From an optimization exercise on the open Yosys and OpenROAD flow, aimed at small area and a short achievable clock period; shortcuts taken in it are not production practice. RTL that was checked went through simulation tests only; none was proved equivalent to the original.

==> inputs of ember <==
==> flow/design.v (excerpt) <==
module qmult #(
   parameter int Q = 15,
   parameter int N = 32
) (
   input  logic [N-1:0] a,
   input  logic [N-1:0] b,
   output logic [N-1:0] c,
   input  logic         clk,
   input  logic         rst,
   output logic [N-1:0] c_reg,
   output logic         ovr
);
Settings: LEC_CHECK=0, CAP_MARGIN=20, CORE_MARGIN=2, CORE_UTILIZATION=40, SETUP_SLACK_MARGIN=5, SLEW_MARGIN=20, SYNTH_HIERARCHICAL=1, SYNTH_MINIMUM_KEEP_SIZE=0; clock period 15.0 ns.
run.sh (not shown) runs the stock make flow with config.mk's settings and CLKGATE_MAP_FILE= SYNTH_SCRIPT=/design/flow/synth_recipe.tcl, a recipe that flattens the netlist after the stock synthesis.
==> violet: changes against ember <==
--- a/flow/design.v
+++ b/flow/design.v
@@ -21,12 +21,20 @@
    for (genvar i = 0; i < 16; i++) begin : g_row
       assign one[i] = bx[2*i+1] ^ bx[2*i];
       assign two[i] = (bx[2*i+2] & ~bx[2*i+1] & ~bx[2*i]) | (~bx[2*i+2] & bx[2*i+1] & bx[2*i]);
       assign neg[i] = bx[2*i+2];
       for (genvar j = 0; j < 32; j++) begin : g_bit
-         if (2*i+j < 47) begin : g_used
+         if (j == 0) begin : g_lsb
+            assign pp[i*32+j] = (one[i] & ax[0]) ^ neg[i];
+         end else if (j == 31) begin : g_msb
+            assign pp[i*32+j] = (two[i] & ax[30]) ^ neg[i];
+         end else if (2*i+j < 47) begin : g_used
+            if (i == 15) begin : g_pos
+               qmult_bsel_pos u_sel (.one(one[i]), .two(two[i]), .x(ax[j]), .xm(axm[j]), .p(pp[i*32+j]));
+            end else begin : g_sel
          qmult_bsel u_sel (.one(one[i]), .two(two[i]), .neg(neg[i]), .x(ax[j]), .xm(axm[j]), .p(pp[i*32+j]));
+            end
          end else begin : g_unused
             assign pp[i*32+j] = 1'b0;
          end
       end
    end
@@ -1307,11 +1315,19 @@
 module qmult_fa (input logic x, input logic y, input logic z, output logic s, output logic c);
    assign s = x ^ y ^ z;
    assign c = (x & y) | (x & z) | (y & z);
 endmodule
 module qmult_bsel (input logic one, input logic two, input logic neg, input logic x, input logic xm, output logic p);
-   assign p = ((one & x) | (two & xm)) ^ neg;
+   logic n;
+   qmult_aoi u_aoi (.one(one), .two(two), .x(x), .xm(xm), .n(n));
+   assign p = ~(n ^ neg);
+endmodule
+module qmult_aoi (input logic one, input logic two, input logic x, input logic xm, output logic n);
+   assign n = ~((one & x) | (two & xm));
+endmodule
+module qmult_bsel_pos (input logic one, input logic two, input logic x, input logic xm, output logic p);
+   assign p = (one & x) | (two & xm);
 endmodule
 module qmult_ha (input logic x, input logic y, output logic s, output logic c);
    assign s = x ^ y;
    assign c = x & y;
 endmodule
==> flow/flow/run.sh (new file) <==
#!/bin/bash
# Standard synthesis, then the standard ORFS layout with a few extra settings:
# Booth selectors downsized after synthesis, port buffers of a set type, and
# timing repair aimed at a setup margin.
set -euo pipefail
here=$(pwd)
bash standard.sh synth > synth.log 2>&1
export DOWNSIZE_CELLS="${DOWNSIZE_CELLS:-sky130_fd_sc_hd__a22oi}"
bash standard.sh \
  PRE_FLOORPLAN_TCL="$here/flow/downsize.tcl" \
  finish > layout.log 2>&1
==> flow/flow/downsize.tcl (new file) <==
# Downsize combinational cells that synthesis mapped above drive strength 1 (the
# Booth selectors come out of ABC as a22oi_2); timing repair later upsizes what
# the critical paths need. Registers are left as they are.
set n 0
foreach inst [[ord::get_db_block] getInsts] {
  set m [[$inst getMaster] getName]
  if {[regexp {^(sky130_fd_sc_hd__[a-z0-9]+)_([0-9]+)$} $m -> base drv]} {
    if {$drv > 1 && ![string match "*df*" $base] && ![string match "*dl*" $base] \
          && [lsearch -exact $::env(DOWNSIZE_CELLS) $base] >= 0} {
      set lc [get_lib_cells ${base}_1]
      if {$lc ne ""} {
        replace_cell [$inst getName] ${base}_1
        incr n
      }
    }
  }
}
puts "downsize: downsized $n cells"
==> flow/standard.sh (new file) <==
#!/bin/bash
# synth_recipe.tcl (not shown) runs the flow's synth.tcl, then flattens the netlist and writes it again
# the make line also repeats each setting of config.mk as NAME=value (left out here)
make -C /OpenROAD-flow-scripts/flow DESIGN_CONFIG=/design/flow/config.mk WORK_HOME=/design/flow/orfs CLKGATE_MAP_FILE= SYNTH_SCRIPT=/design/flow/synth_recipe.tcl "${@:-finish}"
SETUP_SLACK_MARGIN = not set   (was 5)
removed: flow/run.sh
==> indigo: changes against ember <==
--- a/flow/design.v
+++ b/flow/design.v
@@ -21,12 +21,20 @@
    for (genvar i = 0; i < 16; i++) begin : g_row
       assign one[i] = bx[2*i+1] ^ bx[2*i];
       assign two[i] = (bx[2*i+2] & ~bx[2*i+1] & ~bx[2*i]) | (~bx[2*i+2] & bx[2*i+1] & bx[2*i]);
       assign neg[i] = bx[2*i+2];
       for (genvar j = 0; j < 32; j++) begin : g_bit
-         if (2*i+j < 47) begin : g_used
+         if (j == 0) begin : g_lsb
+            assign pp[i*32+j] = (one[i] & ax[0]) ^ neg[i];
+         end else if (j == 31) begin : g_msb
+            assign pp[i*32+j] = (two[i] & ax[30]) ^ neg[i];
+         end else if (2*i+j < 47) begin : g_used
+            if (i == 15) begin : g_pos
+               qmult_bsel_pos u_sel (.one(one[i]), .two(two[i]), .x(ax[j]), .xm(axm[j]), .p(pp[i*32+j]));
+            end else begin : g_sel
          qmult_bsel u_sel (.one(one[i]), .two(two[i]), .neg(neg[i]), .x(ax[j]), .xm(axm[j]), .p(pp[i*32+j]));
+            end
          end else begin : g_unused
             assign pp[i*32+j] = 1'b0;
          end
       end
    end
@@ -1307,11 +1315,19 @@
 module qmult_fa (input logic x, input logic y, input logic z, output logic s, output logic c);
    assign s = x ^ y ^ z;
    assign c = (x & y) | (x & z) | (y & z);
 endmodule
 module qmult_bsel (input logic one, input logic two, input logic neg, input logic x, input logic xm, output logic p);
-   assign p = ((one & x) | (two & xm)) ^ neg;
+   logic n;
+   qmult_aoi u_aoi (.one(one), .two(two), .x(x), .xm(xm), .n(n));
+   assign p = ~(n ^ neg);
+endmodule
+module qmult_aoi (input logic one, input logic two, input logic x, input logic xm, output logic n);
+   assign n = ~((one & x) | (two & xm));
+endmodule
+module qmult_bsel_pos (input logic one, input logic two, input logic x, input logic xm, output logic p);
+   assign p = (one & x) | (two & xm);
 endmodule
 module qmult_ha (input logic x, input logic y, output logic s, output logic c);
    assign s = x ^ y;
    assign c = x & y;
 endmodule
==> flow/flow/run.sh (new file) <==
#!/bin/bash
# Standard synthesis (unchanged), then the standard ORFS layout with extra settings:
#  - the Booth selectors, which ABC maps at drive strength 2, are downsized to
#    strength 1 before floorplanning (downsize.tcl); timing repair upsizes any
#    that the critical paths need;
#  - the delay cells (clkdlybuf4s*, dlygate*, dlymetal*) are kept out of the
#    port and fanout buffering, which otherwise picks them.
# Each make run logs to its own file in this folder.
set -euo pipefail
here=$(pwd)
PLATFORM_DONT_USE="sky130_fd_sc_hd__probe_p_8 sky130_fd_sc_hd__probec_p_8 sky130_fd_sc_hd__lpflow_bleeder_1 sky130_fd_sc_hd__lpflow_clkbufkapwr_1 sky130_fd_sc_hd__lpflow_clkbufkapwr_16 sky130_fd_sc_hd__lpflow_clkbufkapwr_2 sky130_fd_sc_hd__lpflow_clkbufkapwr_4 sky130_fd_sc_hd__lpflow_clkbufkapwr_8 sky130_fd_sc_hd__lpflow_clkinvkapwr_1 sky130_fd_sc_hd__lpflow_clkinvkapwr_16 sky130_fd_sc_hd__lpflow_clkinvkapwr_2 sky130_fd_sc_hd__lpflow_clkinvkapwr_4 sky130_fd_sc_hd__lpflow_clkinvkapwr_8 sky130_fd_sc_hd__lpflow_decapkapwr_12 sky130_fd_sc_hd__lpflow_decapkapwr_3 sky130_fd_sc_hd__lpflow_decapkapwr_4 sky130_fd_sc_hd__lpflow_decapkapwr_6 sky130_fd_sc_hd__lpflow_decapkapwr_8 sky130_fd_sc_hd__lpflow_inputiso0n_1 sky130_fd_sc_hd__lpflow_inputiso0p_1 sky130_fd_sc_hd__lpflow_inputiso1n_1 sky130_fd_sc_hd__lpflow_inputiso1p_1 sky130_fd_sc_hd__lpflow_inputisolatch_1 sky130_fd_sc_hd__lpflow_isobufsrc_1 sky130_fd_sc_hd__lpflow_isobufsrc_16 sky130_fd_sc_hd__lpflow_isobufsrc_2 sky130_fd_sc_hd__lpflow_isobufsrc_4 sky130_fd_sc_hd__lpflow_isobufsrc_8 sky130_fd_sc_hd__lpflow_isobufsrckapwr_16 sky130_fd_sc_hd__lpflow_lsbuf_lh_hl_isowell_tap_1 sky130_fd_sc_hd__lpflow_lsbuf_lh_hl_isowell_tap_2 sky130_fd_sc_hd__lpflow_lsbuf_lh_hl_isowell_tap_4 sky130_fd_sc_hd__lpflow_lsbuf_lh_isowell_4 sky130_fd_sc_hd__lpflow_lsbuf_lh_isowell_tap_1 sky130_fd_sc_hd__lpflow_lsbuf_lh_isowell_tap_2 sky130_fd_sc_hd__lpflow_lsbuf_lh_isowell_tap_4"
DELAY_CELLS="sky130_fd_sc_hd__clkdlybuf4s15_1 sky130_fd_sc_hd__clkdlybuf4s15_2 sky130_fd_sc_hd__clkdlybuf4s18_1 sky130_fd_sc_hd__clkdlybuf4s18_2 sky130_fd_sc_hd__clkdlybuf4s25_1 sky130_fd_sc_hd__clkdlybuf4s25_2 sky130_fd_sc_hd__clkdlybuf4s50_1 sky130_fd_sc_hd__clkdlybuf4s50_2 sky130_fd_sc_hd__dlygate4sd1_1 sky130_fd_sc_hd__dlygate4sd2_1 sky130_fd_sc_hd__dlygate4sd3_1 sky130_fd_sc_hd__dlymetal6s2s_1 sky130_fd_sc_hd__dlymetal6s4s_1 sky130_fd_sc_hd__dlymetal6s6s_1"
export DOWNSIZE_CELLS="sky130_fd_sc_hd__a22oi"

bash standard.sh synth > synth.log 2>&1
bash standard.sh \
  PRE_FLOORPLAN_TCL="$here/flow/downsize.tcl" \
  DONT_USE_CELLS="$PLATFORM_DONT_USE $DELAY_CELLS" \
  finish > layout.log 2>&1
==> flow/flow/downsize.tcl (new file) <==
# Downsize combinational cells that synthesis mapped above drive strength 1 (the
# Booth selectors come out of ABC as a22oi_2); timing repair later upsizes what
# the critical paths need. Registers are left as they are.
set n 0
foreach inst [[ord::get_db_block] getInsts] {
  set m [[$inst getMaster] getName]
  if {[regexp {^(sky130_fd_sc_hd__[a-z0-9]+)_([0-9]+)$} $m -> base drv]} {
    if {$drv > 1 && ![string match "*df*" $base] && ![string match "*dl*" $base] \
          && [lsearch -exact $::env(DOWNSIZE_CELLS) $base] >= 0} {
      set lc [get_lib_cells ${base}_1]
      if {$lc ne ""} {
        replace_cell [$inst getName] ${base}_1
        incr n
      }
    }
  }
}
puts "downsize: downsized $n cells"
==> flow/standard.sh (new file) <==
#!/bin/bash
# synth_recipe.tcl (not shown) runs the flow's synth.tcl, then flattens the netlist and writes it again
# the make line also repeats each setting of config.mk as NAME=value (left out here)
make -C /OpenROAD-flow-scripts/flow DESIGN_CONFIG=/design/flow/config.mk WORK_HOME=/design/flow/orfs CLKGATE_MAP_FILE= SYNTH_SCRIPT=/design/flow/synth_recipe.tcl "${@:-finish}"
CORE_UTILIZATION = 60   (was 40)
SETUP_SLACK_MARGIN = 2   (was 5)
removed: flow/run.sh
==> sierra: changes against ember <==
--- a/flow/design.v
+++ b/flow/design.v
@@ -21,12 +21,20 @@
    for (genvar i = 0; i < 16; i++) begin : g_row
       assign one[i] = bx[2*i+1] ^ bx[2*i];
       assign two[i] = (bx[2*i+2] & ~bx[2*i+1] & ~bx[2*i]) | (~bx[2*i+2] & bx[2*i+1] & bx[2*i]);
       assign neg[i] = bx[2*i+2];
       for (genvar j = 0; j < 32; j++) begin : g_bit
-         if (2*i+j < 47) begin : g_used
+         if (j == 0) begin : g_lsb
+            assign pp[i*32+j] = (one[i] & ax[0]) ^ neg[i];
+         end else if (j == 31) begin : g_msb
+            assign pp[i*32+j] = (two[i] & ax[30]) ^ neg[i];
+         end else if (2*i+j < 47) begin : g_used
+            if (i == 15) begin : g_pos
+               qmult_bsel_pos u_sel (.one(one[i]), .two(two[i]), .x(ax[j]), .xm(axm[j]), .p(pp[i*32+j]));
+            end else begin : g_sel
          qmult_bsel u_sel (.one(one[i]), .two(two[i]), .neg(neg[i]), .x(ax[j]), .xm(axm[j]), .p(pp[i*32+j]));
+            end
          end else begin : g_unused
             assign pp[i*32+j] = 1'b0;
          end
       end
    end
@@ -1307,11 +1315,19 @@
 module qmult_fa (input logic x, input logic y, input logic z, output logic s, output logic c);
    assign s = x ^ y ^ z;
    assign c = (x & y) | (x & z) | (y & z);
 endmodule
 module qmult_bsel (input logic one, input logic two, input logic neg, input logic x, input logic xm, output logic p);
-   assign p = ((one & x) | (two & xm)) ^ neg;
+   logic n;
+   qmult_aoi u_aoi (.one(one), .two(two), .x(x), .xm(xm), .n(n));
+   assign p = ~(n ^ neg);
+endmodule
+module qmult_aoi (input logic one, input logic two, input logic x, input logic xm, output logic n);
+   assign n = ~((one & x) | (two & xm));
+endmodule
+module qmult_bsel_pos (input logic one, input logic two, input logic x, input logic xm, output logic p);
+   assign p = (one & x) | (two & xm);
 endmodule
 module qmult_ha (input logic x, input logic y, output logic s, output logic c);
    assign s = x ^ y;
    assign c = x & y;
 endmodule
SETUP_SLACK_MARGIN = not set   (was 5)
==> summary of the runs <==
- In sierra the via count is smaller than in ember, by 4.0%.
- Against violet, the cell count of indigo is lower by about 5%.
- Global-route usage, lowest first: violet, sierra, ember, indigo.
- Hold slack: indigo < sierra < violet < ember.
- In flip-flop and latch count, ember and sierra do not differ.
- In violet the wire length is lower than in sierra, by about 11%.
- Non-clock buffer count, lowest first: violet, sierra, indigo, ember.
- Against sierra, the final area of indigo is lower by about 10%.
==> figures <==
metric                                                                        sierra                            violet                  ember                 indigo
Slowest stage cell on the critical path                      sky130_fd_sc_hd__xor2_4  sky130_fd_sc_hd__clkdlybuf4s50_1  sky130_fd_sc_hd__fa_2  sky130_fd_sc_hd__fa_1
Maximum clock frequency                                                   0.0673 GHz                        0.0699 GHz             0.0804 GHz             0.0773 GHz
Finished Cell Area                                                        0.0245 mm2                        0.0222 mm2             0.0293 mm2             0.0220 mm2
Syn Area/Cell                                                               11.6 um2                                 -               11.7 um2                      -
Post-route met1 wirelength                                                  35400 um                          30700 um               34800 um               27400 um
Core area                                                                 0.0524 mm2                        0.0474 mm2             0.0528 mm2             0.0315 mm2
Standard-cell rows                                                                84                                80                     84                     65
Status                                                                finished clean                    finished clean         finished clean         finished clean
Number of global-route vias before repair                                      18600                             17800                  19600                  18000
Endpoint of the most critical setup path                                       c[14]                             c[29]                   c[4]                  c[28]
Total global-route track usage                                                 31.3%                             30.1%                  31.4%                  44.8%
Number of DRC violations after detailed-routing iteration 0                     1888                              2251                   1633                   2531
Multi-input combinational cell area                                       0.0204 mm2                        0.0181 mm2             0.0225 mm2             0.0185 mm2
Dpl cell area                                                             0.0243 mm2                        0.0220 mm2             0.0252 mm2             0.0208 mm2
Arrival time at the worst endpoint                                          11.85 ns                          11.31 ns                9.44 ns                9.94 ns
Multiplexer area fraction after synthesis                                         0%                                 -                 0.157%                      -
Only the layout flow was run in ember; the RTL was not checked for function there.

## afterwards: timing with drivers on the ports
How much do the figures lean on ideal ports? The routed layouts below were timed once more, with nothing changed but the port constraints. Step 1 sets driving cells, clkbuf_16 on the clock port and buf_2 on the other inputs (assumed; they add their load-dependent delay and slew). Step 2 adds t to the input delays and takes it off the output delays; t is the mean of the earliest and latest rising clock arrival at the registers after step 1. Input paths then give back, and output paths get back, about the clock's delay inside the block. Three values: ideal ports, drivers, drivers and shift; two values: the first two.
| run | t, ns | setup WS [ns] | worst setup path after step 2 | pins driven straight from the clock port |
|---|---|---|---|---|
| ember | 0.356 | 2.564 / 2.453 / 2.453 | input to output | 1 |
| violet | 0.311 | 0.687 / 0.648 / 0.648 | input to output | 1 |
| indigo | 0.315 | 2.063 / 2.029 / 2.029 | input to output | 1 |
| sierra | 0.335 | 0.147 / 0.121 / 0.121 | input to output | 1 |
After both steps every run listed still meets setup and hold. For ember, which loses most, drivers alone change the setup slack by -0.111 ns; drivers and shift together by -0.111 ns.
